From an optimization exercise on the open Yosys and OpenROAD flow, aimed at small area, a short achievable clock period and few clock cycles; shortcuts taken in it are not production practice.
In this exercise RTL edits were held to simulation tests only and were not proved equivalent to the original.
No activity file was given, so power comes from the tool's default toggle rates.

==> run.sh <==
#!/bin/bash
# synth_recipe.tcl (not shown) runs the flow's synth.tcl, then flattens the netlist and writes it again
# the make line also repeats each setting of config.mk as NAME=value (left out here)
make -C /OpenROAD-flow-scripts/flow DESIGN_CONFIG=/design/flow/config.mk WORK_HOME=/design/flow/orfs CLKGATE_MAP_FILE= SYNTH_SCRIPT=/design/flow/synth_recipe.tcl finish
==> config.mk <==
export PLATFORM = sky130hd
export DESIGN_NAME = cluster_feature_top
export DESIGN_NICKNAME = cluster_feature_top
export VERILOG_FILES = /design/flow/design.v
export SDC_FILE = /design/flow/constraint.sdc
export NUM_CORES = 4
export LEC_CHECK = 0
export CAP_MARGIN = 20
export CORE_MARGIN = 2
export CORE_UTILIZATION = 40
export SLEW_MARGIN = 20
==> constraint.sdc <==
create_clock -name core_clock -period 10.0 [get_ports {clk}]
set_input_delay 2.0000 -clock core_clock [delete_from_list [all_inputs] [get_ports {clk}]]
set_output_delay 2.0000 -clock core_clock [all_outputs]
set_load 0.01 [all_outputs]
==> design.v <==
package cluster_feature_pkg;
    localparam int COORD_BITS       = 5;                         
    localparam int LABEL_BITS       = 6;                         
    localparam int NUM_BANKS        = 4;
    localparam int BANK_SEL_BITS    = $clog2(NUM_BANKS);         
    localparam int INDEX_BITS       = LABEL_BITS - BANK_SEL_BITS;
    localparam int BANK_DEPTH       = 1 << INDEX_BITS;
    localparam int SIZE_BITS        = 12;                        
    localparam int MIN_CLUSTER_SIZE = 8;
    localparam int COUNT_BITS       = 7;
    typedef enum logic [1:0] {
        OP_IDLE  = 2'd0,
        OP_ADD   = 2'd1,
        OP_CLEAR = 2'd2
    } bank_op_e;
    typedef struct packed {
        logic                  last;    
        logic [LABEL_BITS-1:0] label;
        logic [COORD_BITS-1:0] x;
        logic [COORD_BITS-1:0] y;
        logic [COORD_BITS-1:0] z;
    } voxel_t;
    typedef struct packed {
        bank_op_e              op;
        logic [INDEX_BITS-1:0] index;   
        logic [COORD_BITS-1:0] x;
        logic [COORD_BITS-1:0] y;
        logic [COORD_BITS-1:0] z;
    } bank_cmd_t;
    typedef struct packed {
        logic [SIZE_BITS-1:0]  size;
        logic [COORD_BITS-1:0] min_x;
        logic [COORD_BITS-1:0] max_x;
        logic [COORD_BITS-1:0] min_y;
        logic [COORD_BITS-1:0] max_y;
        logic [COORD_BITS-1:0] min_z;
        logic [COORD_BITS-1:0] max_z;
    } cluster_stats_t;
    typedef struct packed {
        logic                  found;           
        logic [COUNT_BITS-1:0] cluster_count;
        logic [SIZE_BITS-1:0]  size;            
        logic [COORD_BITS-1:0] centroid_x;
        logic [COORD_BITS-1:0] centroid_y;
        logic [COORD_BITS-1:0] centroid_z;
        logic [COORD_BITS-1:0] dim_x;
        logic [COORD_BITS-1:0] dim_y;
        logic [COORD_BITS-1:0] dim_z;
    } feature_t;
    localparam int CMD_W   = 2 + INDEX_BITS + 3 * COORD_BITS;
    localparam int STATS_W = SIZE_BITS + 6 * COORD_BITS;
endpackage
`timescale 1ns/1ps
module cluster_feature_top (
    input  logic        clk,
    input  logic        rst_n,
    input  logic        voxel_valid,
    output logic        voxel_ready,
    input  logic [21:0] voxel,       
    output logic        feature_valid,
    input  logic        feature_ready,
    output logic [49:0] feature
);
    localparam int NL = 64;
    logic       ready_q;
    logic [1:0] owed_q;
    logic       accept, handoff;
    logic [1:0] owed_d;
    assign voxel_ready = ready_q;
    assign accept      = voxel_valid & ready_q;
    assign handoff     = feature_valid & feature_ready;
    always_comb begin
        owed_d = owed_q;
        if (accept & voxel[21]) owed_d = owed_d + 2'd1;
        if (handoff)            owed_d = owed_d - 2'd1;
    end
    always_ff @(posedge clk or negedge rst_n) begin
        if (!rst_n) begin
            owed_q  <= 2'd0;
            ready_q <= 1'b1;
        end else begin
            owed_q  <= owed_d;
            ready_q <= ~owed_d[1];
        end
    end
    logic       vq_v;
    logic       vq_last;
    logic [5:0] vq_l;
    logic [4:0] vq_x, vq_y, vq_z;
    always_ff @(posedge clk or negedge rst_n) begin
        if (!rst_n) vq_v <= 1'b0;
        else        vq_v <= accept;
    end
    always_ff @(posedge clk) begin
        {vq_last, vq_l, vq_x, vq_y, vq_z} <= voxel;
    end
    logic [41:0]   mem [1:NL-1];
    logic [NL-1:1] used_q;
    logic          fresh_q;      
    logic          we, clr;
    logic [41:0]   cur, upd;
    logic          cv, sat;
    logic [11:0]   cs;
    assign we  = vq_v & (vq_l != 6'd0);
    assign clr = vq_v & vq_last;
    always_comb begin
        cur = (vq_l == 6'd0) ? 42'd0 : mem[vq_l];
        cv  = (vq_l != 6'd0) & used_q[vq_l] & ~fresh_q;
        cs  = cv ? cur[41:30] : 12'd0;
        sat = cv & (cur[41:30] == 12'hfff);
        if (!cv) begin
            upd = {12'd1, vq_x, vq_x, vq_y, vq_y, vq_z, vq_z};
        end else begin
            upd[41:30] = sat ? cur[41:30] : cur[41:30] + 12'd1;
            upd[29:25] = (vq_x < cur[29:25]) ? vq_x : cur[29:25];
            upd[24:20] = (vq_x > cur[24:20]) ? vq_x : cur[24:20];
            upd[19:15] = (vq_y < cur[19:15]) ? vq_y : cur[19:15];
            upd[14:10] = (vq_y > cur[14:10]) ? vq_y : cur[14:10];
            upd[9:5]   = (vq_z < cur[9:5])   ? vq_z : cur[9:5];
            upd[4:0]   = (vq_z > cur[4:0])   ? vq_z : cur[4:0];
        end
    end
    always_ff @(posedge clk) begin
        for (int i = 1; i < NL; i++) begin
            if (we && vq_l == i) mem[i] <= upd;
        end
    end
    always_ff @(posedge clk) begin
        for (int i = 1; i < NL; i++) begin
            used_q[i] <= ~clr & ((used_q[i] & ~fresh_q) | (we && vq_l == i));
        end
    end
    always_ff @(posedge clk or negedge rst_n) begin
        if (!rst_n) fresh_q <= 1'b1;
        else        fresh_q <= clr | (fresh_q & ~we);
    end
    logic [5:0]  best_l;
    logic [11:0] best_size, best_m1;
    logic [29:0] best_box;
    logic [6:0]  count_q;
    logic        hit, take;
    assign hit  = ~fresh_q & (vq_l == best_l);
    assign take = we & (hit | (~sat & (fresh_q | (cs == best_size) |
                                       ((cs == best_m1) & (vq_l < best_l)))));
    always_ff @(posedge clk) begin
        if (take) begin
            best_l   <= vq_l;
            best_box <= upd[29:0];
            if (!sat) begin
                best_size <= upd[41:30];
                best_m1   <= cs;
            end
        end
        if (vq_v) begin
            count_q <= fresh_q ? 7'd0 : count_q + {6'd0, we & (cs == 12'd7)};
        end
    end
    logic        rec_pend;
    logic        load;
    logic        found;
    logic [49:0] rec;
    logic [5:0]  sx, sy, sz;
    assign found = (count_q != 7'd0);
    assign load  = rec_pend & (~feature_valid | feature_ready);
    always_comb begin
        sx  = {1'b0, best_box[29:25]} + {1'b0, best_box[24:20]};
        sy  = {1'b0, best_box[19:15]} + {1'b0, best_box[14:10]};
        sz  = {1'b0, best_box[9:5]}   + {1'b0, best_box[4:0]};
        rec = {found, count_q, best_size, sx[5:1], sy[5:1], sz[5:1],
               best_box[24:20] - best_box[29:25],
               best_box[14:10] - best_box[19:15],
               best_box[4:0]   - best_box[9:5]};
        if (!found) rec = 50'd0;
    end
    always_ff @(posedge clk or negedge rst_n) begin
        if (!rst_n) begin
            rec_pend      <= 1'b0;
            feature_valid <= 1'b0;
        end else begin
            rec_pend      <= clr | (rec_pend & ~load);
            feature_valid <= load | (feature_valid & ~feature_ready);
        end
    end
    always_ff @(posedge clk) begin
        if (load) feature <= rec;
    end
endmodule
==> flow_metrics.tcl, run 1 <==
set metrics [dict create \
    final-seq-area_um2 84900 \
    nets 6845 \
    synth_top_area_cell "edfxtp_1" \
    gp_congestion 0.919 \
    post_cts.repair.setup_buffers 0 \
    hpwl_mm 243 \
    cp-start-kind "register" \
    clkLatencyLatePin_ns 0.96 \
    fin_skew_ns 0.0604 \
    cts_hold_buffers 0 \
    clock_path_buffers 4 \
    finalSetupViolCount 0 \
    ctsResizeCount 0 \
    synth.top_cell.area_share_pct 77.1 \
    dieArea_um2 273000 \
    dieWidth_um 523 \
    power_density_nw_per_um2 209 \
    io_pins 78 \
    crit_required_ns 10.63 \
    fin_crit_ns 8.42 \
    grt_overflow_total 0 \
    end_kind "register" \
    hold_viol 0 \
    crit_type "reg -> reg" \
    cp.arrival_ns 9.05 \
    postSynthAreaPerCell_um2 16.8 \
    synth_area_um2 108000 \
    fin_setup_tns_ns 0 \
    status "complete, no violations" \
    drt_first_pass_iters 6 \
    cp_max_fo 64 \
    drt_iter0_drc 16432 \
    r2r_end "mem[33][4]$_DFFE_PP_" \
    routedWlPerCell_um 42.9 \
    cts_tree "built" \
    drv_cap 0 \
    worstHoldPathCells 2 \
    rsz0062_at_grt "no" \
    ir_drop_v 0.000169 \
    cts_buffers 295 \
    synth_cell_types 102 \
    post-route-util_pct 46.4 \
    r2r_slack_ns 1.58 \
    coreArea_um2 268000 \
    p_leak_nw 40.3 \
    synth_most_common_cell "edfxtp_1" \
    worstMarginPinSlew_ns 1.30 \
    p_int_w 0.0200 \
    synth_flop_cell "edfxtp_1" \
    start_util_pct 40.2 \
    io_buffers 77 \
    synth_common_cells "2763 x edfxtp_1, 968 x a22oi_1, 368 x nand3_1" \
    synth.yosys.seq_area_share_pct 78.8 \
    hold_class "reg -> reg" \
    ys_top_cells_by_area "edfxtp_1 77%, a22oi_1 6.8%, nand3_1 1.7%" \
    routed-via-count 73022 \
    power_frac_clock_pct 40.9 \
    fp.dieH_um 523 \
    synth-async-reset-ratio_pct 0.245 \
    slew_headroom_pct 13.1 \
    viasPerCell 6.95 \
    ys_seq_elements 2855 \
    fmax_mhz 119 \
    grt_pass1_wl_mm 595 \
    n_fill_cell 22493 \
    grt_pass1_vias 66467 \
    whs_endpoint "feature_valid$_DFF_PN0_" \
    worstRegToRegCells 22 \
    syn_nets 6521 \
    switching_share_pct 23.1 \
    sequentialPowerShare_pct 52.3 \
    rr_startpoint "vq_l[0]$_DFF_P_" \
    grt_usage_pct 32.3 \
    synth_cells 6421 \
    hold_start "rec_pend$_DFF_PN0_" \
    antenna_found_initial 18 \
    layout-drive-gt1-share_pct 14.3 \
    crit_path_start "vq_l[0]$_DFF_P_" \
    clkTransAtPathRegs_ns 0.06 \
    synth-edff-count 2763 \
    drtAntennaViolNets 0 \
    root_buffer "clkbuf_16" \
    rows 190 \
    drt_wl_total_mm 451 \
    yosys_warnings 44 \
    p_switching_w 0.00601 \
    grt_max_degree 66 \
    combPwrFrac_pct 6.8 \
    cts.sinks 2855 \
    area_delta_synth_final_pct 15.6 \
    multiInputGateArea_um2 22100 \
    post-route-period-util_pct 84.2 \
    htreeDepth 5 \
    final_max_slew_viol_count 0 \
    drc 0 \
]
==> state kept, by name, indices dropped and copies added (netlist names), 2 cells and up <==
name / count
used_q: 63
vq_y: 5
vq_l: 6
vq_z: 5
best_l: 6
mem: 2646
best_box: 30
feature: 50
owed_q: 2
vq_x: 5
best_size: 12
count_q: 7
best_m1: 12
==> final cells by class <==
class | count | area share, %
timing repair buffer | 422 | 2.97
clock buffer | 377 | 6.36
clock inverter | 125 | 0.890
sequential | 2855 | 68.2
inverter | 64 | 0.193
multi-input combinational | 3107 | 17.8
antenna | 10 | 0.0201
tap | 3552 | 3.57
==> how the worst max path moves through the flow <==
| stage | end | slack (ns) | depth (start not counted) |
|---|---|---|---|
| after CTS | mem[8][0]$_DFFE_PP_ | 1.27 | 20 |
| after global routing | mem[63][4]$_DFFE_PP_ | 1.26 | 22 |
| after detailed placement | mem[19][0]$_DFFE_PP_ | 1.36 | 20 |
| final | mem[33][4]$_DFFE_PP_ | 1.58 | 22 |
| after floorplan | best_box[20]$_DFFE_PP_ | 2.65 | 22 |
| after global placement | mem[35][0]$_DFFE_PP_ | 1.51 | 19 |
==> critical path: stages (launching register included) <==
cell	delay, ns
dfxtp_1	0.84
clkinv_1	0.55
ha_1	0.64
and2_2	0.48
buf_4	0.36
a32oi_1	0.27
a32oi_1	0.22
nor3_2	0.54
nand3_4	0.55
buf_4	0.48
nand3_1	0.15
o211ai_1	0.19
ha_1	0.38
nor2b_1	0.14
o21a_1	0.16
o21ai_0	0.15
nand2b_1	0.09
a21oi_1	0.19
a31oi_1	0.06
nor2_1	0.53
buf_4	0.27
mux2i_4	0.22
buf_4	0.54
==> layout by cell type, fill, tap and decap left out, types with 23 or more instances in the layout <==
| cell | count |
|---|---|
| edfxtp_1 | 2763 |
| a22oi_1 | 968 |
| nand3_1 | 368 |
| buf_4 | 320 |
| clkbuf_16 | 302 |
| nand2_1 | 226 |
| nand4_1 | 208 |
| nor2_1 | 164 |
| and3_1 | 139 |
| a21oi_1 | 112 |
| dfxtp_1 | 81 |
| clkdlybuf4s50_1 | 77 |
| nor3_1 | 72 |
| nor2_4 | 69 |
| nor4_1 | 65 |
| ha_1 | 65 |
| clkbuf_1 | 65 |
| clkinv_1 | 60 |
| nor3_2 | 60 |
| inv_1 | 59 |
| a2111oi_0 | 39 |
| a22o_1 | 36 |
| clkinv_2 | 33 |
| mux2i_4 | 26 |
| o21ai_0 | 25 |
| nor2b_1 | 24 |
| a221oi_1 | 24 |
| xnor2_1 | 23 |
==> power by group through the flow <==
stage	Combinational (W)	Sequential, W	Clock (W)
after floorplan	0.000876	0.0139	0
after global placement	0.00166	0.0139	0
after detailed placement	0.00170	0.0139	0
after CTS	0.00170	0.0136	0.0106
after global routing	0.00183	0.0136	0.0111
final	0.00176	0.0136	0.0107
==> cell families after synthesis <==
family          after synthesis  share of synthesized area (%)
compound gates             1373                           9.51
xor+xnor                     46                          0.392
fa+ha+maj                    74                          0.902
buf+inv                     459                           1.88
flops                      2855                           78.8
mux                          71                          0.872
simple gates               1543                           7.61
==> stage by stage <==
stage | hold WS, ns | instances | area [um^2] | total power [W] | worst slack [ns]
after floorplan | 0.431 | 6421 | 108000 | 0.0147 | 2.65
after detailed placement | 0.446 | 9998 | 115000 | 0.0156 | 1.36
final | 0.453 | 10512 | 124000 | 0.0260 | 1.58
after global placement | 0.445 | 9995 | 115000 | 0.0155 | 1.51
after CTS | 0.459 | 10500 | 124000 | 0.0259 | 1.27
after global routing | 0.492 | 10502 | 124000 | 0.0265 | 1.26
==> routing by layer <==
metal / vias to the layer above / global-route usage [%] / share of wire (%)
met5: - / 0.0693 / 0.057
met4: 18 / 20.0 / 8.0
li1: 26850 / - / -
met2: 7678 / 46.3 / 41
met3: 1849 / 11.7 / 17
met1: 36627 / 41.7 / 33
Testbench counts, summed over its fixed seeds: cycles 13,583.
==> inputs of run 2 (changes only) <==
--- a/design.v
+++ b/design.v
@@ -99,23 +99,48 @@
     logic          fresh_q;      
+    logic          s2_v, s2_last;
+    logic [5:0]    s2_l;
+    logic [4:0]    s2_x, s2_y, s2_z;
+    logic [41:0]   s2_cur;
+    logic          s2_cv;
     logic          we, clr;
-    logic [41:0]   cur, upd;
-    logic          cv, sat;
-    logic [11:0]   cs;
-    assign we  = vq_v & (vq_l != 6'd0);
-    assign clr = vq_v & vq_last;
-    always_comb begin
-        cur = (vq_l == 6'd0) ? 42'd0 : mem[vq_l];
-        cv  = (vq_l != 6'd0) & used_q[vq_l] & ~fresh_q;
-        cs  = cv ? cur[41:30] : 12'd0;
-        sat = cv & (cur[41:30] == 12'hfff);
-        if (!cv) begin
-            upd = {12'd1, vq_x, vq_x, vq_y, vq_y, vq_z, vq_z};
+    logic [41:0]   upd;
+    assign we  = s2_v & (s2_l != 6'd0);
+    assign clr = s2_v & s2_last;
+    logic          fwd;
+    logic [41:0]   rd;
+    logic          rd_used;
+    assign fwd = we & (s2_l == vq_l);
+    always_comb begin
+        rd      = (vq_l == 6'd0) ? 42'd0 : mem[vq_l];
+        rd_used = (vq_l != 6'd0) & used_q[vq_l] & ~fresh_q;
+        if (fwd) begin
+            rd      = upd;
+            rd_used = 1'b1;
+        end
+        if (clr) rd_used = 1'b0;     
+    end
+    always_ff @(posedge clk or negedge rst_n) begin
+        if (!rst_n) s2_v <= 1'b0;
+        else        s2_v <= vq_v;
+    end
+    always_ff @(posedge clk) begin
+        {s2_last, s2_l, s2_x, s2_y, s2_z} <= {vq_last, vq_l, vq_x, vq_y, vq_z};
+        s2_cur <= rd;
+        s2_cv  <= rd_used;
+    end
+    logic        sat;
+    logic [11:0] cs;
+    always_comb begin
+        cs  = s2_cv ? s2_cur[41:30] : 12'd0;
+        sat = s2_cv & (s2_cur[41:30] == 12'hfff);
+        if (!s2_cv) begin
+            upd = {12'd1, s2_x, s2_x, s2_y, s2_y, s2_z, s2_z};
         end else begin
-            upd[41:30] = sat ? cur[41:30] : cur[41:30] + 12'd1;
-            upd[29:25] = (vq_x < cur[29:25]) ? vq_x : cur[29:25];
-            upd[24:20] = (vq_x > cur[24:20]) ? vq_x : cur[24:20];
-            upd[19:15] = (vq_y < cur[19:15]) ? vq_y : cur[19:15];
-            upd[14:10] = (vq_y > cur[14:10]) ? vq_y : cur[14:10];
-            upd[9:5]   = (vq_z < cur[9:5])   ? vq_z : cur[9:5];
-            upd[4:0]   = (vq_z > cur[4:0])   ? vq_z : cur[4:0];
+            upd[41:30] = sat ? s2_cur[41:30] : s2_cur[41:30] + 12'd1;
+            upd[29:25] = (s2_x < s2_cur[29:25]) ? s2_x : s2_cur[29:25];
+            upd[24:20] = (s2_x > s2_cur[24:20]) ? s2_x : s2_cur[24:20];
+            upd[19:15] = (s2_y < s2_cur[19:15]) ? s2_y : s2_cur[19:15];
+            upd[14:10] = (s2_y > s2_cur[14:10]) ? s2_y : s2_cur[14:10];
+            upd[9:5]   = (s2_z < s2_cur[9:5])   ? s2_z : s2_cur[9:5];
+            upd[4:0]   = (s2_z > s2_cur[4:0])   ? s2_z : s2_cur[4:0];
         end
@@ -124,3 +149,3 @@
         for (int i = 1; i < NL; i++) begin
-            if (we && vq_l == i) mem[i] <= upd;
+            if (we && s2_l == i) mem[i] <= upd;
         end
@@ -129,3 +154,3 @@
         for (int i = 1; i < NL; i++) begin
-            used_q[i] <= ~clr & ((used_q[i] & ~fresh_q) | (we && vq_l == i));
+            used_q[i] <= ~clr & ((used_q[i] & ~fresh_q) | (we && s2_l == i));
         end
@@ -141,8 +166,8 @@
     logic        hit, take;
-    assign hit  = ~fresh_q & (vq_l == best_l);
+    assign hit  = ~fresh_q & (s2_l == best_l);
     assign take = we & (hit | (~sat & (fresh_q | (cs == best_size) |
-                                       ((cs == best_m1) & (vq_l < best_l)))));
+                                       ((cs == best_m1) & (s2_l < best_l)))));
     always_ff @(posedge clk) begin
         if (take) begin
-            best_l   <= vq_l;
+            best_l   <= s2_l;
             best_box <= upd[29:0];
@@ -153,3 +178,3 @@
         end
-        if (vq_v) begin
+        if (s2_v) begin
             count_q <= fresh_q ? 7'd0 : count_q + {6'd0, we & (cs == 12'd7)};
==> flow/run.sh (new file) <==
#!/bin/bash
set -euo pipefail
MARGIN=6.4
bash standard.sh SETUP_SLACK_MARGIN=$MARGIN finish > standard_flow.log 2>&1
==> standard.sh (new file) <==
#!/bin/bash
# synth_recipe.tcl (not shown) runs the flow's synth.tcl, then flattens the netlist and writes it again
# the make line also repeats each setting of config.mk as NAME=value (left out here)
make -C /OpenROAD-flow-scripts/flow DESIGN_CONFIG=/design/flow/config.mk WORK_HOME=/design/flow/orfs CLKGATE_MAP_FILE= SYNTH_SCRIPT=/design/flow/synth_recipe.tcl "${@:-finish}"
--- a/config.mk
+++ b/config.mk
@@ -9,3 +9,3 @@
 export CORE_MARGIN = 2
-export CORE_UTILIZATION = 40
+export CORE_UTILIZATION = 55
 export SLEW_MARGIN = 20
removed: run.sh
==> run 2 against run 1 <==
Net effect: critical endpoint is now s2_cur[20]$_DFF_P_; non-clock buffer count down 42; synthesized area is 1.3% higher; via count grew 5.2%; final cell count fell by 7.5%; sequential cell count is 66 higher; first-iteration DRC count increased by 17%; sequential share of layout area grew 0.58 points; fmax increased by 120%; clock power grew 5%; largest cell class unchanged; core utilization rose by 17 points; combinational power decreased by 9%.
==> flow_metrics.tcl, run 2 <==
set metrics [dict create \
    routed-via-count 76790 \
    hold_start "vq_y[3]$_DFF_P_" \
    hpwl_mm 260 \
    fp.dieH_um 449 \
    slew_headroom_pct 12.6 \
    crit_required_ns 10.92 \
    synth_cell_types 75 \
    critPathBufInv 3 \
    antenna_found_initial 59 \
    viasPerCell 7.90 \
    io_buffers 77 \
    critical_path.most_common_cell "buf_4" \
    stdcell_area_um2 125000 \
    n_fill_cell 14148 \
    crit_type "reg -> reg" \
    whs_endpoint "s2_y[3]$_DFF_P_" \
    cts_tree "built" \
    drt_wl_total_mm 489 \
    synth_top_family_by_area "compound AO/OA/AOI/OAI gates" \
    r2r_end "s2_cur[20]$_DFF_P_" \
    clock_path_buffers 4 \
    clkTransAtPathRegs_ns 0.07 \
    fin_setup_tns_ns 0 \
    root_buffer "clkbuf_16" \
    fin_crit_ns 3.78 \
    power_density_nw_per_um2 214 \
    worstRegToRegCells 10 \
    reg.largest.list "mem x2646, used_q x63, feature x50" \
    layout-drive-gt1-share_pct 14.3 \
    rows 163 \
    synth_cells 6493 \
    postSynthAreaPerCell_um2 16.8 \
    multiInputGateArea_um2 22000 \
    io_pins 78 \
    coreArea_um2 197000 \
    dieArea_um2 202000 \
    critPathTopFamily "simple AND/OR/NAND/NOR gates" \
    drtAntennaViolNets 0 \
    cp.arrival_ns 4.70 \
    synth_flop_cell "edfxtp_1" \
    fmax_mhz 265 \
    regMostFlops "mem" \
    rsz0062_at_grt "yes" \
    synth_common_cells "2763 x edfxtp_1, 964 x a22oi_1, 506 x and3_1" \
    p_leak_nw 42.6 \
    area_delta_synth_final_pct 14.9 \
    yosys_warnings 44 \
    post-route-period-util_pct 37.8 \
    worstHoldPathCells 0 \
    drc 0 \
    cp_slowest_stage_delay_ns 0.94 \
    drt_iter0_drc 19253 \
    cp_max_fo 27 \
    post-place-ws_ns 5.54 \
    largest_reg_flops 2646 \
    drt_first_pass_iters 8 \
    finalPower_w 0.0268 \
    ys_seq_elements 2921 \
    nets 6891 \
    grt_pass1_vias 67956 \
    final_common_cell "edfxtp_1" \
    worstMarginPinSlew_ns 1.31 \
    cts_hold_buffers 0 \
    routedWlPerCell_um 50.3 \
    ir_drop_v 0.000203 \
    start_util_pct 55.3 \
    crit_slowest_cell "nor3b_2" \
    synth.top_cell.area_share_pct 76.1 \
    r2r_slack_ns 6.22 \
    ys_top_cells_by_area "edfxtp_1 76%, a22oi_1 6.6%, and3_1 2.9%" \
    final_cell_mix "2763 x edfxtp_1, 964 x a22oi_1, 504 x and3_1" \
    synth_most_common_cell "edfxtp_1" \
    placed_cells 9086 \
    synthMuxAreaShare_pct 0.714 \
    synth-simple-area-share_pct 7.49 \
    synth-edff-count 2763 \
    cp-start-kind "register" \
    drv_cap 0 \
    htreeDepth 5 \
    synth_area_um2 109000 \
    clkLatencyLatePin_ns 0.98 \
    synthXorXnorAreaFrac_pct 0.482 \
    fin_skew_ns 0.0591 \
    final_max_slew_viol_count 0 \
    gp_congestion 0.947 \
    synth_top_area_cell "edfxtp_1" \
    grt_pass1_wl_mm 635 \
    postPlaceCellArea_um2 115000 \
    synth.yosys.seq_area_share_pct 79.0 \
    synthAdderAreaFrac_pct 0.890 \
    synth-async-reset-ratio_pct 0.274 \
    cts_buffers 309 \
    grt_overflow_total 0 \
    rr_startpoint "vq_l[4]$_DFF_P_" \
    layout.cells.non_filler 9721 \
    dieWidth_um 449 \
    grt_usage_pct 47.7 \
    final-seq-area_um2 86200 \
    path_cells "buf_4, nor3b_2, buf_4, buf_4, and3_1, a2111oi_1, nand3_1, nor4_1, a21boi_0, a211o_1" \
    synth_compound_area_share_pct 9.41 \
    finalSetupViolCount 0 \
    hold_viol 0 \
    end_kind "register" \
    hold_class "reg -> reg" \
    cts.sinks 2921 \
    syn_nets 6593 \
    status "complete, no violations" \
    grt_max_degree 78 \
    layout_setup_ws_ns 6.22 \
]
run 2: changes by cell type after synthesis, moves of 78 or more:
cell,previous run,this run
nor3_1,131,16
nand3_1,368,254
and3_1,143,506
inv_1,59,145
a2111oi_0,40,163
clkbuf_1,238,316
run 2: routing by layer:
layer  global-route usage, %  vias up  routed length (um)
met1                    62.5    37767              154000
met4                    30.3       32               41300
met2                    65.0     9649              195000
met5                       0        -                 208
met3                    20.9     2312               97800
li1                        -    27030                   -
run 2: worst max-delay path by stage:
stage / start / end / cells after the start
2_1_floorplan: s2_cv$_SDFF_PP0_ / best_box[6]$_DFFE_PP_ / 5
3_3_place_gp: vq_l[3]$_DFF_P_ / s2_cur[13]$_DFF_P_ / 10
3_5_place_dp: vq_l[3]$_DFF_P_ / s2_cur[13]$_DFF_P_ / 10
4_1_cts: s2_cv$_SDFF_PP0_ / best_size[4]$_DFFE_PP_ / 8
5_1_grt: vq_l[1]$_DFF_P_ / s2_cur[23]$_DFF_P_ / 9
6_report: vq_l[4]$_DFF_P_ / s2_cur[20]$_DFF_P_ / 10
run 2: through the flow:
step | utilization [%] | hold slack (ns)
6_report | 63.5 | 0.316
5_1_grt | 63.5 | 0.327
3_5_place_dp | 58.1 | 0.312
4_1_cts | 63.2 | 0.320
2_1_floorplan | - | 0.310
3_3_place_gp | 58.0 | 0.313
run 2: logic make-up (layout without fill, tap and decap cells):
logic type	Yosys count	after routing
DFF	2921	2921
and+or+nand+nor	1476	1477
AOI/OAI and AO/OA	1369	1369
buffers and inverters	540	1066
adders and majority gates	74	74
xor gates and xnor gates	60	60
muxes	53	53
other	0	61
run 2: timing repair:
action                                  CTS  global route
buffers inserted                         32             0
cloned                                    1             0
pin swaps                                17             3
resized for setup                       216           110
endpoints found under the setup margin  523          1051
run 2: area by class of cell:
type | instances | area share (%)
flip-flops and latches | 2921 | 68.8
multi-input cells | 3033 | 17.6
clock buffers | 409 | 6.74
repair buffers | 380 | 2.66
well taps | 2640 | 2.64
clock inverters | 131 | 0.946
inverters | 146 | 0.513
diodes | 61 | 0.122
run 2: report_power, final:
group / leakage (nW) / total, W / switching (W) / internal [W]
combinational: 11.7 / 0.00161 / 0.00121 / 0.000398
sequential: 26.2 / 0.0140 / 0.000231 / 0.0138
clock: 4.71 / 0.0112 / 0.00475 / 0.00649
run 2: worst register-to-register path: cells and delay by family (launching register included):
kind / cells / cell delay, ns
buf+inv: 3 / 1.38
flops: 1 / 0.32
compound gates: 3 / 0.44
simple gates: 4 / 1.64
Testbench counts of run 2, summed over its fixed seeds: cycles 13,591.
==> inputs of run 3 (changes only) <==
--- a/design.v
+++ b/design.v
@@ -93,4 +93,8 @@
     end
+    logic [NL-1:1] vq_oh;
+    logic          vq_fwd;
     always_ff @(posedge clk) begin
         {vq_last, vq_l, vq_x, vq_y, vq_z} <= voxel;
+        for (int i = 1; i < NL; i++) vq_oh[i] <= (voxel[20:15] == i);
+        vq_fwd <= vq_v & (vq_l != 6'd0) & (voxel[20:15] == vq_l);
     end
@@ -104,2 +108,3 @@
     logic          s2_cv;
+    logic [NL-1:1] s2_oh;
     logic          we, clr;
@@ -111,6 +116,11 @@
     logic          rd_used;
-    assign fwd = we & (s2_l == vq_l);
-    always_comb begin
-        rd      = (vq_l == 6'd0) ? 42'd0 : mem[vq_l];
-        rd_used = (vq_l != 6'd0) & used_q[vq_l] & ~fresh_q;
+    assign fwd = vq_fwd;
+    always_comb begin
+        rd      = 42'd0;
+        rd_used = 1'b0;
+        for (int i = 1; i < NL; i++) begin
+            rd      = rd | ({42{vq_oh[i]}} & mem[i]);
+            rd_used = rd_used | (vq_oh[i] & used_q[i]);
+        end
+        rd_used = rd_used & ~fresh_q;
         if (fwd) begin
@@ -127,2 +137,3 @@
         {s2_last, s2_l, s2_x, s2_y, s2_z} <= {vq_last, vq_l, vq_x, vq_y, vq_z};
+        s2_oh  <= vq_oh;
         s2_cur <= rd;
@@ -149,3 +160,3 @@
         for (int i = 1; i < NL; i++) begin
-            if (we && s2_l == i) mem[i] <= upd;
+            if (s2_v && s2_oh[i]) mem[i] <= upd;
         end
@@ -154,3 +165,3 @@
         for (int i = 1; i < NL; i++) begin
-            used_q[i] <= ~clr & ((used_q[i] & ~fresh_q) | (we && s2_l == i));
+            used_q[i] <= ~clr & ((used_q[i] & ~fresh_q) | (s2_v & s2_oh[i]));
         end
@@ -166,5 +177,10 @@
     logic        hit, take;
-    assign hit  = ~fresh_q & (s2_l == best_l);
-    assign take = we & (hit | (~sat & (fresh_q | (cs == best_size) |
-                                       ((cs == best_m1) & (s2_l < best_l)))));
+    logic        m1_zero;    
+    logic        lower;
+    assign hit   = ~fresh_q & (s2_l == best_l);
+    assign lower = (s2_l < best_l);
+    assign take  = we & (hit | fresh_q |
+                         (s2_cv ? (~sat & ((s2_cur[41:30] == best_size) |
+                                           ((s2_cur[41:30] == best_m1) & lower)))
+                                : (m1_zero & lower)));
     always_ff @(posedge clk) begin
@@ -176,2 +192,3 @@
                 best_m1   <= cs;
+                m1_zero   <= (cs == 12'd0);
             end
@@ -179,3 +196,3 @@
         if (s2_v) begin
-            count_q <= fresh_q ? 7'd0 : count_q + {6'd0, we & (cs == 12'd7)};
+            count_q <= fresh_q ? 7'd0 : count_q + {6'd0, we & s2_cv & (s2_cur[41:30] == 12'd7)};
         end
==> flow/run.sh (replaced) <==
#!/bin/bash
set -euo pipefail
MARGIN=6.45
bash standard.sh SETUP_SLACK_MARGIN=$MARGIN finish > standard_flow.log 2>&1
==> run 3 against run 2 <==
Net effect: power up 0.91%; via count down 5.9%; die area down 0.64%; core utilization down 0.78 points; setup slack better by 0.20 ns; critical path type is now reg -> out; worst hold slack better by 0.014 ns; register-to-register slack better by 0.27 ns; wire length down 3.2%; combinational power down 22%; clock power about the same; clock-buffer cell count up 17.
==> flow_metrics.tcl, run 3 <==
set metrics [dict create \
    post-route-period-util_pct 35.8 \
    drt_first_pass_iters 6 \
    cp_max_fo 2 \
    cts_tree "built" \
    start_util_pct 55.4 \
    ys_top_cells_by_area "edfxtp_1 77%, a22oi_1 8.2%, dfxtp_1 5.1%" \
    rsz0062_at_grt "yes" \
    synth_top_area_cell "edfxtp_1" \
    clkTransAtPathRegs_ns 0.06 \
    cp.depth 1 \
    coreArea_um2 195000 \
    postSynthAreaPerCell_um2 17.9 \
    ir_drop_v 0.000139 \
    synth.top_cell.area_share_pct 76.6 \
    ys_seq_elements 3049 \
    drtAntennaViolNets 0 \
    critPathTopFamily "flip-flops" \
    drc 0 \
    yosys_warnings 2 \
    routedWlPerCell_um 51.8 \
    layout.cells.non_filler 9126 \
    hold_class "reg -> reg" \
    synth_cells 6039 \
    hold_viol 0 \
    synth_area_um2 108000 \
    crit_slowest_cell "dfstp_2" \
    root_buffer "clkbuf_16" \
    grt_overflow_total 0 \
    syn_nets 6134 \
    gp_congestion 0.910 \
    drv_cap 0 \
    holdWs_ns 0.330 \
    fin_setup_tns_ns 0 \
    crit_required_ns 8.00 \
    largest_reg_flops 2646 \
    crit_path_start "ready_q$_DFF_PN1_" \
    fin_crit_ns 3.58 \
    io_pins 78 \
    cts_hold_buffers 0 \
    n_fill_cell 13878 \
    worstRegToRegCells 6 \
    regMostFlops "mem" \
    post-route-util_pct 62.8 \
    status "complete, no violations" \
    critPathBufInv 1 \
    final_common_cell "edfxtp_1" \
    grt_max_degree 68 \
    antenna_found_initial 34 \
    grt_pass1_vias 64403 \
    dieArea_um2 201000 \
    area_delta_synth_final_pct 13.2 \
    cp.arrival_ns 1.58 \
    htreeDepth 5 \
    path_cells "clkbuf_2" \
    r2r_slack_ns 6.49 \
    drt_wl_total_mm 473 \
    slew_headroom_pct 12.3 \
    dieWidth_um 448 \
    crit_type "reg -> out" \
    synth_most_common_cell "edfxtp_1" \
    routed-via-count 72241 \
    end_kind "output pin" \
    placed_cells 8536 \
    crit_path_end "voxel_ready" \
    cp-start-kind "register" \
    synth.yosys.seq_area_share_pct 81.9 \
    io_buffers 77 \
    synth_flop_cell "edfxtp_1" \
    synth_common_cells "2764 x edfxtp_1, 1178 x a22oi_1, 337 x clkbuf_1" \
    cts.sinks 3049 \
    synth_cell_types 59 \
    p_leak_nw 38.0 \
    rr_startpoint "s2_cur[30]$_DFF_P_" \
    fin_skew_ns 0.0564 \
    nets 6327 \
    synth-edff-count 2764 \
    finalPower_w 0.0271 \
    finalSetupViolCount 0 \
    final_cell_mix "2764 x edfxtp_1, 1178 x a22oi_1, 321 x clkbuf_16" \
    rows 162 \
    hpwl_mm 241 \
    clkLatencyLatePin_ns 0.98 \
    cp_slowest_stage_delay_ns 0.52 \
    grt_pass1_wl_mm 610 \
    hold_start "vq_y[1]$_DFF_P_" \
    worstMarginPinSlew_ns 1.32 \
    viasPerCell 7.92 \
    power_density_nw_per_um2 221 \
    drt_iter0_drc 17550 \
    layout-drive-gt1-share_pct 13.0 \
    cts_buffers 317 \
    synth-async-reset-ratio_pct 0.262 \
    fp.dieH_um 448 \
    final_max_slew_viol_count 0 \
    r2r_end "s2_cur[34]$_DFF_P_" \
    grt_usage_pct 47.0 \
    clock_path_buffers 4 \
    fmax_mhz 280 \
]
run 3: cell count changes in the layout (fill, tap and decap cells not counted), moves of 64 or more:
cell,delta
a2111oi_0,-97
a221oi_1,+75
a22o_1,+73
a22oi_1,+214
and3_1,-502
buf_4,-64
dfxtp_1,+67
dfxtp_4,+64
nand2_1,-111
nand3_1,-186
nand4_1,+151
nor2_4,-88
run 3: area by class of cell:
cell class	count	area, um^2	area share, %
Clock buffer	426	8610	7.02
Timing Repair Buffer	256	1890	1.54
Sequential cell	3049	89000	72.6
Inverter	74	284	0.232
Clock inverter	133	1210	0.989
Antenna cell	30	75.1	0.0612
Tap cell	2624	3280	2.68
Multi-Input combinational cell	2534	18300	14.9
run 3: through the flow:
step / setup slack, ns / area [um^2]
2_1_floorplan: 6.60 / 108000
3_3_place_gp: 6.05 / 113000
3_5_place_dp: 6.03 / 113000
4_1_cts: 6.24 / 122000
5_1_grt: 6.38 / 123000
6_report: 6.42 / 123000
run 3: power breakdown:
part           internal [W]  switching [W]
Clock               0.00658        0.00493
Sequential           0.0141       0.000214
Combinational      0.000332       0.000921
run 3: kinds of logic (layout without fill, tap and decap cells):
kind of cell	after synthesis	after routing	share of synthesized area [%]
other	0	30	0
buffers and inverters	456	889	1.60
multiplexers	28	28	0.290
AO/OA/AOI/OAI	1563	1563	10.7
flip-flops	3049	3049	81.9
AND/OR/NAND/NOR	818	818	4.19
adder cells (fa/ha/maj)	69	69	0.838
XOR/XNOR	56	56	0.453
run 3: metal layers:
metal | part of all wire (%) | global-route usage [%] | wire (um)
met1 | 32 | 62.0 | 153000
met2 | 42 | 65.6 | 197000
met3 | 18 | 18.2 | 86500
met4 | 7.7 | 29.1 | 36500
met5 | 0.046 | 0 | 219
run 3: how the worst min path moves through the flow:
| stage | end | slack [ns] | depth (start not counted) |
|---|---|---|---|
| final | s2_y[1]$_DFF_P_ | 0.33 | 0 |
| after CTS | s2_y[1]$_DFF_P_ | 0.33 | 0 |
| after floorplan | s2_last$_DFF_P_ | 0.31 | 0 |
| after detailed placement | s2_y[0]$_DFF_P_ | 0.31 | 0 |
| after global placement | s2_y[1]$_DFF_P_ | 0.31 | 0 |
| after global routing | s2_y[1]$_DFF_P_ | 0.33 | 0 |
run 3: what timing repair did:
item / 4_1_cts / 5_1_grt
pin swaps: 1 / 0
hold endpoints to repair: 0 / 0
setup endpoints to repair: 76 / 8
gates resized for setup: 205 / 9
buffers inserted: 1 / 0
Testbench counts of run 3, summed over its fixed seeds: cycles 13,591.
==> inputs of run 4 (changes only) <==
==> flow/run.sh (replaced) <==
#!/bin/bash
set -euo pipefail
MARGIN=6.55
bash standard.sh SETUP_SLACK_MARGIN=$MARGIN \
    "BUFFER_PORTS_ARGS=-buffer_cell sky130_fd_sc_hd__buf_4" \
    finish > standard_flow.log 2>&1
==> run 4 against run 3 <==
Net effect: sequential share of layout area decreased by 0.12 points; largest cell class unchanged; clock-buffer cell count decreased by 2; power decreased by 0.25%; still clean; core utilization increased by 0.11 points; clock skew increased by 0.0065 ns; largest power group unchanged; sequential cell count unchanged; global-route usage decreased by 0.68 points.
==> flow_metrics.tcl, run 4 <==
set metrics [dict create \
    layout-drive-gt1-share_pct 13.3 \
    r2r_end "s2_cur[30]$_DFF_P_" \
    grt_max_degree 68 \
    grt_pass1_vias 64311 \
    layout_setup_ws_ns 6.35 \
    crit_type "reg -> out" \
    rows 162 \
    final_cell_mix "2764 x edfxtp_1, 1178 x a22oi_1, 323 x clkbuf_16" \
    fin_skew_ns 0.0629 \
    synthXorXnorAreaFrac_pct 0.453 \
    crit_required_ns 8.00 \
    hold_class "reg -> reg" \
    finalSetupViolCount 0 \
    cp_max_fo 1 \
    cp.arrival_ns 1.65 \
    worstMarginPinSlew_ns 1.29 \
    r2r_slack_ns 6.57 \
    critPathBufInv 1 \
    io_buffers 77 \
    drtAntennaViolNets 0 \
    viasPerCell 7.88 \
    layout.cells.non_filler 9125 \
    final_common_cell "edfxtp_1" \
    clock_path_buffers 4 \
    synth-async-reset-ratio_pct 0.262 \
    crit_slowest_cell "edfxtp_1" \
    post-route-util_pct 62.9 \
    antenna_found_initial 33 \
    cts_tree "built" \
    synth-edff-count 2764 \
    clkLatencyLatePin_ns 0.98 \
    synth_area_um2 108000 \
    crit_path_start "feature[30]$_SDFFCE_PN0P_" \
    routed-via-count 71897 \
    drv_cap 0 \
    cts_buffers 318 \
    area_delta_synth_final_pct 13.4 \
    rsz0062_at_grt "yes" \
    fin_setup_tns_ns 0 \
    finalPower_w 0.0270 \
    ys_top_cells_by_area "edfxtp_1 77%, a22oi_1 8.2%, dfxtp_1 5.1%" \
    cts.sinks 3049 \
    rr_startpoint "vq_fwd$_DFF_P_" \
    drc 0 \
    worstRegToRegCells 4 \
    cp-start-kind "register" \
    yosys_warnings 2 \
    synth_most_common_cell "edfxtp_1" \
    p_leak_nw 38.1 \
    grt_usage_pct 46.3 \
    status "complete, no violations" \
    nets 6340 \
    synth_flop_cell "edfxtp_1" \
    root_buffer "clkbuf_16" \
    synth_compound_area_share_pct 10.7 \
    drt_first_pass_iters 9 \
    final_max_slew_viol_count 0 \
    dieWidth_um 448 \
    syn_nets 6134 \
    fmax_mhz 274 \
    synth_common_cells "2764 x edfxtp_1, 1178 x a22oi_1, 337 x clkbuf_1" \
    synthAdderAreaFrac_pct 0.838 \
    ir_drop_v 0.000215 \
    dieArea_um2 201000 \
    critPathTopFamily "flip-flops" \
    synth.top_cell.area_share_pct 76.6 \
    io_pins 78 \
    synth_cells 6039 \
    synth_top_area_cell "edfxtp_1" \
    hold_viol 0 \
    synth-simple-area-share_pct 4.19 \
    hpwl_mm 242 \
    grt_overflow_total 0 \
    clkTransAtPathRegs_ns 0.06 \
    synthMuxAreaShare_pct 0.290 \
    gp_congestion 0.949 \
    start_util_pct 55.4 \
    drt_iter0_drc 16588 \
    power_density_nw_per_um2 220 \
    synth_cell_types 59 \
    htreeDepth 5 \
    fin_crit_ns 3.65 \
    grt_pass1_wl_mm 603 \
    end_kind "output pin" \
    largest_reg_flops 2646 \
    synth_top_family_by_area "compound AO/OA/AOI/OAI gates" \
    synth.yosys.seq_area_share_pct 81.9 \
    drt_wl_total_mm 467 \
    post-place-ws_ns 5.95 \
    regMostFlops "mem" \
    post-route-period-util_pct 36.5 \
    cp.depth 1 \
    slew_headroom_pct 14.2 \
    fp.dieH_um 448 \
    path_cells "buf_6" \
    crit_path_end "feature[30]" \
    cp_slowest_stage_delay_ns 0.51 \
    coreArea_um2 195000 \
    routedWlPerCell_um 51.2 \
    placed_cells 8543 \
    postSynthAreaPerCell_um2 17.9 \
    ys_seq_elements 3049 \
]
==> run 4: cell types whose count changed in the layout (fill, tap and decap cells not counted), moves of 3 or more <==
cell	previous run	this run
buf_12	0	5
buf_2	49	0
buf_4	176	208
buf_6	2	54
bufinv_16	21	16
clkbuf_1	87	79
clkbuf_8	18	22
clkdlybuf4s50_1	25	0
clkinv_1	49	57
clkinv_4	4	1
clkinvlp_4	7	2
inv_6	6	2
==> run 4: area by class of cell <==
type / count / area (um^2)
multi-input combinational: 2534 / 18300
fill: 13812 / 72600
timing repair buffer: 268 / 2300
tap: 2624 / 3280
antenna: 32 / 80.1
inverter: 74 / 280
clock inverter: 120 / 957
sequential: 3049 / 89000
clock buffer: 424 / 8680
==> run 4: cells by family after synthesis <==
group	Yosys count
AO/OA/AOI/OAI	1563
XOR/XNOR	56
adder cells (fa/ha/maj)	69
buffers and inverters	456
flip-flops	3049
multiplexers	28
AND/OR/NAND/NOR	818
==> run 4: report_power, final <==
part | internal [W] | leakage (nW) | switching, W
Clock | 0.00647 | 4.73 | 0.00487
Sequential | 0.0141 | 26.3 | 0.000221
Combinational | 0.000375 | 7.15 | 0.000970
Total | 0.0210 | 38.1 | 0.00606
==> run 4: metrics by stage <==
stage                     area, um^2  hold slack (ns)
final                         123000            0.333
after global routing          123000            0.354
after CTS                     123000            0.339
after detailed placement      113000            0.325
after global placement        113000            0.314
after floorplan               108000            0.310
==> run 4: worst min-delay path by stage <==
stage                          startpoint               to  slack, ns  cells past startpoint
after global placement    vq_last$_DFF_P_  s2_last$_DFF_P_       0.31                      0
after detailed placement  vq_last$_DFF_P_  s2_last$_DFF_P_       0.32                      0
final                     vq_last$_DFF_P_  s2_last$_DFF_P_       0.33                      0
after global routing      vq_last$_DFF_P_  s2_last$_DFF_P_       0.35                      0
after CTS                 vq_last$_DFF_P_  s2_last$_DFF_P_       0.34                      0
after floorplan           vq_last$_DFF_P_  s2_last$_DFF_P_       0.31                      0
==> run 4: layer usage <==
layer  track usage (%)  vias to the layer above  wire length, um
li1                  -                    25317                -
met4              29.2                       24            37100
met5                 0                        -              148
met2              65.8                     8269           197000
met1              60.1                    36331           151000
met3              17.6                     1956            82000
==> run 4: what timing repair did <==
action                                  CTS  global route
setup buffers                             0             5
resized for setup                        42            14
endpoints found under the setup margin  629            81
endpoints found under the hold margin     0             0
hold buffers                              0             0
gates cloned                              0             0
pin swaps                                 0             2
==> inputs of run 5 (changes only) <==
--- a/design.v
+++ b/design.v
@@ -77,9 +77,7 @@
     always_ff @(posedge clk or negedge rst_n) begin
-        if (!rst_n) begin
-            owed_q  <= 2'd0;
-            ready_q <= 1'b1;
-        end else begin
-            owed_q  <= owed_d;
-            ready_q <= ~owed_d[1];
-        end
+        if (!rst_n) owed_q <= 2'd0;
+        else        owed_q <= owed_d;
+    end
+    always_ff @(posedge clk) begin
+        ready_q <= ~owed_d[1];
     end
@@ -225,4 +223,5 @@
     end
-    always_ff @(posedge clk) begin
-        if (load) feature <= rec;
+    always_ff @(posedge clk or negedge rst_n) begin
+        if (!rst_n)    feature <= 50'd0;
+        else if (load) feature <= rec;
     end
==> flow/run.sh (replaced) <==
#!/bin/bash
set -euo pipefail
MARGIN=6.6
bash standard.sh SETUP_SLACK_MARGIN=$MARGIN finish > standard_flow.log 2>&1
--- a/config.mk
+++ b/config.mk
@@ -10,2 +10,4 @@
 export CORE_UTILIZATION = 55
+export CTS_CLUSTER_DIAMETER = 60
+export CTS_CLUSTER_SIZE = 30
 export SLEW_MARGIN = 20
==> run 5 against run 4 <==
Net effect: critical path depth increased by 2; setup slack better by 0.053 ns; final cell count is 1.2% lower; the layout now fails its checks (capacitance limit, slew limit); wire length down 2.7%; clock skew decreased by 0.017 ns; first-iteration DRC count decreased by 7.3%; combinational power is 11% higher; via count down 2.3%; core utilization decreased by 1.5 points.
==> flow_metrics.tcl, run 5 <==
set metrics [dict create \
    combPwrFrac_pct 6.1 \
    hold_viol 0 \
    synth_top_area_cell "edfxtp_1" \
    root_buffer "clkbuf_16" \
    synthMuxAreaShare_pct 0.403 \
    synthAdderAreaFrac_pct 0.839 \
    routed-via-count 70271 \
    synth.top_cell.area_share_pct 75.2 \
    io_pins 78 \
    p_int_w 0.0184 \
    synth_cell_types 60 \
    cts.sinks 3049 \
    fmax_mhz 278 \
    power_frac_clock_pct 35.1 \
    sequentialPowerShare_pct 58.8 \
    coreArea_um2 195000 \
    holdWs_ns 0.334 \
    drt_first_pass_iters 8 \
    path_cells "buf_4, and2_4, buf_4" \
    cts_buffers 175 \
    drv_cap 1 \
    htreeDepth 4 \
    synthXorXnorAreaFrac_pct 0.493 \
    nets 6301 \
    synth_most_common_cell "edfxtp_1" \
    drc 0 \
    drtAntennaViolNets 0 \
    synth-edff-count 2714 \
    syn_nets 6170 \
    synth.yosys.seq_area_share_pct 81.7 \
    cp.arrival_ns 4.11 \
    synth_area_um2 108000 \
    synth_flop_cell "edfxtp_1" \
    crit_type "reg -> reg" \
    cp.depth 3 \
    synth-async-reset-ratio_pct 1.87 \
    ys_top_cells_by_area "edfxtp_1 75%, a22oi_1 8.5%, dfxtp_1 5.1%" \
    cp-start-kind "register" \
    slew_headroom_pct -7.99 \
    gp_congestion 0.898 \
    io_buffers 77 \
    grt_usage_pct 45.0 \
    final_cell_mix "2714 x edfxtp_1, 1221 x a22oi_1, 309 x nand4_1" \
    largest_reg_flops 2646 \
    worstHoldPathCells 0 \
    fin_crit_ns 3.59 \
    cp_max_fo 41 \
    worstRegToRegCells 3 \
    cts_hold_buffers 0 \
    fin_skew_ns 0.0463 \
    hold_class "reg -> reg" \
    p_leak_nw 36.9 \
    multiInputGateArea_um2 18500 \
    cts_tree "built" \
    clkTransAtPathRegs_ns 0.09 \
    grt_pass1_vias 62595 \
    worstMarginPinSlew_ns 1.60 \
    dieWidth_um 448 \
    grt_overflow_total 0 \
    yosys_warnings 2 \
    grt_pass1_wl_mm 587 \
    post-route-period-util_pct 35.9 \
    regMostFlops "mem" \
    status "finished with violations" \
    synth_common_cells "2714 x edfxtp_1, 1221 x a22oi_1, 368 x clkbuf_1" \
    end_kind "register" \
    drt_iter0_drc 15384 \
    synth_compound_area_share_pct 10.9 \
    clkLatencyLatePin_ns 0.91 \
    antenna_found_initial 32 \
    ys_seq_elements 3049 \
    start_util_pct 55.4 \
    final_max_slew_viol_count 3 \
    crit_slowest_cell "and2_4" \
    layout-drive-gt1-share_pct 13.2 \
    cp_slowest_stage_delay_ns 0.96 \
    rsz0062_at_grt "yes" \
    post-place-ws_ns 5.30 \
    routedWlPerCell_um 50.4 \
    drt_wl_total_mm 454 \
    failed_checks "capacitance limit, slew limit" \
    n_fill_cell 14051 \
    clock_path_buffers 3 \
    final-seq-area_um2 88700 \
    grt_max_degree 66 \
    area_delta_synth_final_pct 10.7 \
    crit_required_ns 10.52 \
    p_switching_w 0.00603 \
    ir_drop_v 0.000251 \
    finalSetupViolCount 0 \
    layout_setup_ws_ns 6.41 \
    viasPerCell 7.80 \
    synth-simple-area-share_pct 4.12 \
    post-route-util_pct 61.4 \
    postSynthAreaPerCell_um2 17.8 \
    fp.dieH_um 448 \
    fin_setup_tns_ns 0 \
    final_common_cell "edfxtp_1" \
    hpwl_mm 240 \
    synth_cells 6075 \
    dieArea_um2 201000 \
    critPathTopFamily "buffers and inverters" \
    power_density_nw_per_um2 204 \
    critPathBufInv 2 \
    rows 162 \
    critical_path.most_common_cell "buf_4" \
    synth_top_family_by_area "compound AO/OA/AOI/OAI gates" \
    switching_share_pct 24.7 \
]
## run 5: what timing repair did
action	4_1_cts	5_1_grt
cloned	0	1
pin swaps	0	0
buffers inserted	26	15
setup endpoints to repair	77	137
gates resized for setup	215	18
## run 5: path summary, 6_finish.rpt
path | from | endpoint | slack, ns
setup / recovery | s2_v$_DFF_PN0_ | mem[43][19]$_DFFE_PP_ | 6.41
hold reg to reg | vq_last$_DFF_P_ | s2_last$_DFF_P_ | 0.33
hold / removal | vq_last$_DFF_P_ | s2_last$_DFF_P_ | 0.33
setup reg to reg | s2_v$_DFF_PN0_ | mem[43][19]$_DFFE_PP_ | 6.41
max in group asynchronous | rst_n | s2_v$_DFF_PN0_ | 8.24
min in group asynchronous | rst_n | feature[29]$_DFFE_PN0P_ | 1.25
## run 5: area by class of cell
type | instances | area share [%]
inverter | 68 | 0.216
clock inverter | 139 | 1.53
multi-input combinational | 2578 | 15.5
antenna | 30 | 0.0626
timing repair buffer | 334 | 2.17
clock buffer | 192 | 3.83
sequential | 3049 | 74.0
tap | 2624 | 2.74
## run 5: layer usage
layer	vias to the layer above	GRT usage (%)	wire (um)
met5	-	0.586	250
li1	25209	-	-
met3	1679	15.9	77700
met4	32	27.7	34100
met2	7631	64.6	194000
met1	35720	59.0	148000
## run 5: stage by stage
stage	total power (W)	instance area (um^2)	std cells
floorplan	0.0153	108000	6075
global placement	0.0160	113000	8609
detailed placement	0.0160	113000	8610
CTS	0.0242	120000	8967
global route	0.0249	120000	8990
finish	0.0244	120000	9014
## run 5: power by group through the flow
| stage | Sequential [W] | Clock, W | Combinational [W] |
|---|---|---|---|
| floorplan | 0.0146 | 0 | 0.000701 |
| global placement | 0.0146 | 0 | 0.00138 |
| detailed placement | 0.0146 | 0 | 0.00139 |
| CTS | 0.0143 | 0.00850 | 0.00138 |
| global route | 0.0144 | 0.00894 | 0.00158 |
| finish | 0.0144 | 0.00856 | 0.00150 |
## run 5: kinds of logic after synthesis
family                   count (synthesis)
flip-flops                            3049
AO/OA/AOI/OAI                         1593
AND/OR/NAND/NOR                        815
buffers and inverters                  449
adder cells (fa/ha/maj)                 69
XOR/XNOR                                61
multiplexers                            39
Testbench counts of run 5, summed over its fixed seeds: cycles 13,591.
==> inputs of run 6 (changes only) <==
==> flow/run.sh (replaced) <==
#!/bin/bash
set -euo pipefail
MARGIN=6.55
bash standard.sh SETUP_SLACK_MARGIN=$MARGIN finish > standard_flow.log 2>&1
--- a/config.mk
+++ b/config.mk
@@ -10,4 +10,2 @@
 export CORE_UTILIZATION = 55
-export CTS_CLUSTER_DIAMETER = 60
-export CTS_CLUSTER_SIZE = 30
 export SLEW_MARGIN = 20
==> run 6 against run 5 <==
Net effect: now clean on timing, DRC and antenna; fmax is 0.45% lower; first-iteration DRC count is 4.0% higher; combinational power hardly changed; worst hold slack worse by 0.0049 ns.
==> flow_metrics.tcl, run 6 <==
set metrics [dict create \
    status "complete, no violations" \
    synth.top_cell.area_share_pct 75.2 \
    routed-via-count 71596 \
    worstRegToRegCells 3 \
    clock_path_buffers 4 \
    hold_class "reg -> reg" \
    postSynthAreaPerCell_um2 17.8 \
    slew_headroom_pct 13.3 \
    crit_slowest_cell "and2_4" \
    layout.cells.non_filler 9248 \
    power_density_nw_per_um2 221 \
    start_util_pct 55.4 \
    holdWs_ns 0.329 \
    dieArea_um2 201000 \
    synth_cell_types 60 \
    htreeDepth 5 \
    hold_viol 0 \
    synth_cells 6075 \
    area_delta_synth_final_pct 13.8 \
    root_buffer "clkbuf_16" \
    dieWidth_um 448 \
    finalSetupViolCount 0 \
    hold_start "vq_last$_DFF_P_" \
    rows 162 \
    drt_first_pass_iters 8 \
    final_cell_mix "2714 x edfxtp_1, 1221 x a22oi_1, 327 x clkbuf_16" \
    antenna_found_initial 29 \
    drt_wl_total_mm 458 \
    grt_max_degree 66 \
    post-route-period-util_pct 36.1 \
    end_kind "register" \
    rr_startpoint "s2_v$_DFF_PN0_" \
    drc 0 \
    post-route-util_pct 63.1 \
    gp_congestion 0.898 \
    cts_buffers 318 \
    hpwl_mm 240 \
    largest_reg_flops 2646 \
    fin_crit_ns 3.61 \
    synth_flop_cell "edfxtp_1" \
    layout-drive-gt1-share_pct 14.4 \
    synth_most_common_cell "edfxtp_1" \
    fp.dieH_um 448 \
    ys_top_cells_by_area "edfxtp_1 75%, a22oi_1 8.5%, dfxtp_1 5.1%" \
    viasPerCell 7.74 \
    worstMarginPinSlew_ns 1.30 \
    crit_path_start "s2_v$_DFF_PN0_" \
    placed_cells 8610 \
    layout_setup_ws_ns 6.39 \
    worstHoldPathCells 0 \
    synth_top_area_cell "edfxtp_1" \
    ir_drop_v 0.000212 \
    routedWlPerCell_um 49.6 \
    synth.yosys.seq_area_share_pct 81.7 \
    synth_area_um2 108000 \
    crit_required_ns 10.56 \
    synth-async-reset-ratio_pct 1.87 \
    clkTransAtPathRegs_ns 0.05 \
    drt_iter0_drc 15998 \
    cts_tree "built" \
    whs_endpoint "s2_last$_DFF_P_" \
    cts.sinks 3049 \
    grt_pass1_vias 63871 \
    fmax_mhz 277 \
    drv_cap 0 \
    grt_usage_pct 45.4 \
    fin_setup_tns_ns 0 \
    synth_common_cells "2714 x edfxtp_1, 1221 x a22oi_1, 368 x clkbuf_1" \
    nets 6447 \
    syn_nets 6170 \
    post-place-ws_ns 5.30 \
    fin_skew_ns 0.0697 \
    cp_slowest_stage_delay_ns 0.97 \
    grt_pass1_wl_mm 594 \
    regMostFlops "mem" \
    final_max_slew_viol_count 0 \
    io_buffers 77 \
    path_cells "buf_4, and2_4, buf_4" \
    cp_max_fo 41 \
    crit_type "reg -> reg" \
    r2r_slack_ns 6.39 \
    io_pins 78 \
    final_common_cell "edfxtp_1" \
    yosys_warnings 2 \
    rsz0062_at_grt "yes" \
    grt_overflow_total 0 \
    synth-edff-count 2714 \
    clkLatencyLatePin_ns 0.97 \
    cp.arrival_ns 4.17 \
    coreArea_um2 195000 \
    critical_path.most_common_cell "buf_4" \
    r2r_end "mem[43][8]$_DFFE_PP_" \
    p_leak_nw 38.6 \
    ys_seq_elements 3049 \
    cp-start-kind "register" \
    drtAntennaViolNets 0 \
]
[run 6: cell counts after synthesis]
Identical to the previous run, type by type.
[run 6: cell type report]
class | instances | area, um^2
clock buffer | 449 | 8940
antenna | 38 | 95.1
fill | 13791 | 72100
clock inverter | 105 | 831
sequential | 3049 | 88700
multi-input combinational | 2577 | 18500
timing repair buffer | 338 | 2650
inverter | 68 | 259
tap | 2624 | 3280
[run 6: power breakdown]
group / internal (W) / total (W) / leakage [nW] / switching, W
sequential: 0.0141 / 0.0144 / 26.4 / 0.000266
combinational: 0.000545 / 0.00150 / 7.40 / 0.000959
clock: 0.00652 / 0.0114 / 4.78 / 0.00488
[run 6: repair_timing]
| item | 4_1_cts | 5_1_grt |
|---|---|---|
| buffers inserted | 27 | 17 |
| gates resized for setup | 213 | 20 |
| pin swaps | 0 | 0 |
| setup endpoints to repair | 76 | 121 |
| hold buffers | 0 | 0 |
[run 6: worst max-delay path, delay by kind of cell (launching register included)]
| kind | cells | cell delay, ns |
|---|---|---|
| buffers and inverters | 2 | 1.53 |
| AND/OR/NAND/NOR | 1 | 0.97 |
| flip-flops | 1 | 0.61 |
[run 6: how the worst max path moves through the flow]
| stage | depth (start not counted) | end | slack (ns) |
|---|---|---|---|
| after detailed placement | 6 | feature[2]$_DFFE_PN0P_ | 5.30 |
| after CTS | 1 | feature[32] | 6.32 |
| after floorplan | 6 | best_size[8]$_DFFE_PP_ | 6.66 |
| after global placement | 6 | feature[27]$_DFFE_PN0P_ | 5.32 |
| final | 3 | mem[43][8]$_DFFE_PP_ | 6.39 |
| after global routing | 1 | feature[11] | 6.49 |
[run 6: through the flow]
step           cell area [um^2]  total power [W]
2_1_floorplan            108000           0.0153
3_3_place_gp             113000           0.0160
5_1_grt                  123000           0.0278
6_report                 123000           0.0273
4_1_cts                  123000           0.0271
3_5_place_dp             113000           0.0160
[run 6: logic make-up (layout without fill, tap and decap cells)]
logic type	Yosys count	in the layout	share of synthesized area (%)
simple gates	815	815	4.12
buf+inv	449	960	1.57
fa+ha+maj	69	69	0.839
other cells	0	38	0
mux	39	39	0.403
compound gates	1593	1593	10.9
xor+xnor	61	61	0.493
flops	3049	3049	81.7
[run 6: metal layers]
| metal | vias up | wire length, um | global-route usage [%] |
|---|---|---|---|
| met5 | - | 138 | 0 |
| met4 | 14 | 35300 | 28.4 |
| met3 | 1829 | 81400 | 17.1 |
| met2 | 8012 | 194000 | 64.8 |
| met1 | 36203 | 147000 | 59.0 |
| li1 | 25538 | - | - |
==> inputs of run 7 (changes only) <==
--- a/config.mk
+++ b/config.mk
@@ -9,3 +9,3 @@
 export CORE_MARGIN = 2
-export CORE_UTILIZATION = 55
+export CORE_UTILIZATION = 62
 export SLEW_MARGIN = 20
==> run 7 against run 6 <==
Net effect: wire length down 1.3%; setup slack got worse by 0.0078 ns; highest routed layer unchanged; combinational power is essentially flat; largest power group unchanged; cell area decreased by 0.69%; first-iteration DRC count increased by 9.7%; still clean.
==> flow_metrics.tcl, run 7 <==
set metrics [dict create \
    coreArea_um2 174000 \
    dieWidth_um 422 \
    rows 153 \
    ys_seq_elements 3049 \
    yosys_warnings 2 \
    wl_met1_mm 143 \
    io_pins 78 \
    gp_congestion 0.916 \
    status "complete, no violations" \
    grt_usage_pct 50.3 \
    postSynthAreaPerCell_um2 17.8 \
    largest_reg_flops 2646 \
    critical_path.most_common_cell "buf_4" \
    root_buffer "clkbuf_16" \
    cp-start-kind "register" \
    post-route-period-util_pct 36.2 \
    slew_headroom_pct 8.11 \
    syn_nets 6170 \
    cts_hold_buffers 0 \
    start_util_pct 62.3 \
    power_frac_clock_pct 41.2 \
    grt_pass1_vias 64343 \
    synth_top_area_cell "edfxtp_1" \
    critPathBufInv 3 \
    final_cell_mix "2714 x edfxtp_1, 1221 x a22oi_1, 318 x clkbuf_16" \
    hpwl_mm 235 \
    clkLatencyLatePin_ns 0.96 \
    p_int_w 0.0210 \
    cts_tree "built" \
    routedWlPerCell_um 50.8 \
    synth.yosys.seq_area_share_pct 81.7 \
    synth_cells 6075 \
    combPwrFrac_pct 5.4 \
    finalPower_w 0.0271 \
    drt_iter0_drc 17550 \
    viasPerCell 8.07 \
    hold_viol 0 \
    drtAntennaViolNets 0 \
    final_common_cell "edfxtp_1" \
    drc 0 \
    area_delta_synth_final_pct 13.0 \
    grt_pass1_wl_mm 588 \
    drt_first_pass_iters 9 \
    wl_met3_mm 85.8 \
    antenna_found_initial 44 \
    synth-async-reset-ratio_pct 1.87 \
    grt_overflow_total 0 \
    worstMarginPinSlew_ns 1.38 \
    grt_max_degree 66 \
    p_leak_nw 38.4 \
    drv_cap 0 \
    power_density_nw_per_um2 221 \
    end_kind "register" \
    synth_cell_types 60 \
    routed-via-count 71819 \
    critPathTopFamily "buffers and inverters" \
    synth-edff-count 2714 \
    drt_wl_total_mm 452 \
    fin_crit_ns 3.62 \
    final_max_slew_viol_count 0 \
    rsz0062_at_grt "yes" \
    fin_skew_ns 0.0601 \
    synth_flop_cell "edfxtp_1" \
    fin_setup_tns_ns 0 \
    finalSetupViolCount 0 \
    synth_common_cells "2714 x edfxtp_1, 1221 x a22oi_1, 368 x clkbuf_1" \
    nets 6413 \
    synth_most_common_cell "edfxtp_1" \
    fp.dieH_um 422 \
    synth.top_cell.area_share_pct 75.2 \
    cts_buffers 310 \
    clock_path_buffers 4 \
    crit_required_ns 10.55 \
    sequentialPowerShare_pct 53.3 \
    synth_area_um2 108000 \
    io_buffers 77 \
    htreeDepth 5 \
    cp_max_fo 42 \
    placed_cells 8289 \
    path_cells "buf_4, buf_6, and2_4, buf_4" \
    layout.cells.non_filler 8901 \
    clkTransAtPathRegs_ns 0.06 \
    ys_top_cells_by_area "edfxtp_1 75%, a22oi_1 8.5%, dfxtp_1 5.1%" \
    cp.arrival_ns 4.17 \
    switching_share_pct 22.3 \
    fmax_mhz 276 \
    crit_type "reg -> reg" \
    p_switching_w 0.00603 \
    layout-drive-gt1-share_pct 13.7 \
    hold_class "reg -> reg" \
    cp_slowest_stage_delay_ns 0.83 \
    cts.sinks 3049 \
    crit_slowest_cell "and2_4" \
    layout_setup_ws_ns 6.38 \
    holdWs_ns 0.329 \
    dr_wl_met2_mm 186 \
    regMostFlops "mem" \
    dieArea_um2 178000 \
    routed.top_layer "met5" \
    post-place-ws_ns 5.72 \
    ir_drop_v 0.000187 \
]
[run 7: logic make-up (layout without fill, tap and decap cells)]
| family | Yosys count | after routing | synth area share, % |
|---|---|---|---|
| flops | 3049 | 3049 | 81.7 |
| compound gates | 1593 | 1593 | 10.9 |
| simple gates | 815 | 815 | 4.12 |
| buf+inv | 449 | 920 | 1.57 |
| fa+ha+maj | 69 | 69 | 0.839 |
| xor+xnor | 61 | 61 | 0.493 |
| mux | 39 | 39 | 0.403 |
| other cells | 0 | 30 | 0 |
[run 7: final timing paths]
check                                 from                 endpoint  slack [ns]  depth (start not counted)
min                        vq_x[1]$_DFF_P_          s2_x[1]$_DFF_P_        0.33                          0
min in group asynchronous            rst_n  feature[45]$_DFFE_PN0P_        1.22                          2
max                         s2_v$_DFF_PN0_    mem[37][38]$_DFFE_PP_        6.38                          4
min reg2reg                vq_x[1]$_DFF_P_          s2_x[1]$_DFF_P_        0.33                          0
max in group asynchronous            rst_n           s2_v$_DFF_PN0_        8.27                          2
max reg2reg                 s2_v$_DFF_PN0_    mem[37][38]$_DFFE_PP_        6.38                          4
[run 7: metal layers]
metal,up-vias,track usage [%]
met2,8527,69.1
met3,2064,19.9
met1,35747,67.1
met4,40,32.4
li1,25441,-
met5,-,0
[run 7: through the flow]
stage | utilization [%] | cell area (um^2)
floorplan | - | 108000
global placement | 64.7 | 113000
detailed placement | 64.8 | 113000
CTS | 70.3 | 122000
global route | 70.4 | 122000
finish | 70.5 | 122000
[run 7: worst register-to-register path, stage by stage (launching register included)]
cell	delay (ns)
dfrtp_2	0.33
buf_4	0.49
buf_6	0.66
and2_4	0.91
buf_4	0.82
[run 7: what timing repair did]
item	CTS	global route
setup buffers	26	14
setup endpoints to repair	439	62
pin swaps	1	0
resized for setup	209	8
[run 7: area by class of cell]
type                    instances  area (um^2)
well taps                    2325         2910
multi-input cells            2577        18500
diodes                         30         75.1
clock inverters                99          830
flip-flops and latches       3049        88700
fillers                     11158        51400
clock buffers                 441         8680
repair buffers                312         2470
inverters                      68          258
[run 7: power by group through the flow]
stage | Clock [W] | Sequential [W] | Combinational [W]
after floorplan | 0 | 0.0146 | 0.000701
after global placement | 0 | 0.0147 | 0.00136
after detailed placement | 0 | 0.0147 | 0.00138
after CTS | 0.0111 | 0.0144 | 0.00137
after global routing | 0.0116 | 0.0144 | 0.00154
final | 0.0112 | 0.0144 | 0.00147

==> what the ideal ports hide <==
In the flow no input, the clock included, has a driving cell. The finished layouts below were timed again as built, in two steps.
Step 1: set_driving_cell puts a clkbuf_16 on clk and a buf_2 on each other input, an assumption about the parent block.
Step 2 times the ports against the registers' clock, not the clock port: input delays grow and output delays shrink by t, the midpoint of the rising clock arrivals with the driver on.
a / b / c = ideal ports / drivers / drivers and shift; a / b = the first two.
run | shift t [ns] | setup WS [ns] | hold WS [ns] | worst setup path after step 2 | pins driven straight from the clock port
run 1 | 1.029 | 1.581 / 1.581 / 1.581 | 0.453 / 0.453 / 0.453 | register to register | 1
run 2 | 1.038 | 6.223 / 6.223 / 6.223 | 0.316 / 0.316 / 0.316 | register to register | 1
run 3 | 1.039 | 6.424 / 6.338 / 6.034 | 0.330 / 0.330 / 0.330 | input to register | 1
run 4 | 1.034 | 6.353 / 6.265 / 6.573 | 0.333 / 0.333 / 0.333 | register to register | 1
run 5 | 0.972 | 6.405 / 6.405 / 5.948 | 0.334 / 0.334 / 0.334 | input to register | 1
run 6 | 1.033 | 6.389 / 6.389 / 5.794 | 0.329 / 0.329 / 0.329 | input to register | 1
run 7 | 1.032 | 6.381 / 6.381 / 6.031 | 0.329 / 0.329 / 0.329 | input to register | 1
The setup slack of run 6, which loses most, moves by 0.000 ns with the drivers and by -0.595 ns with both steps.
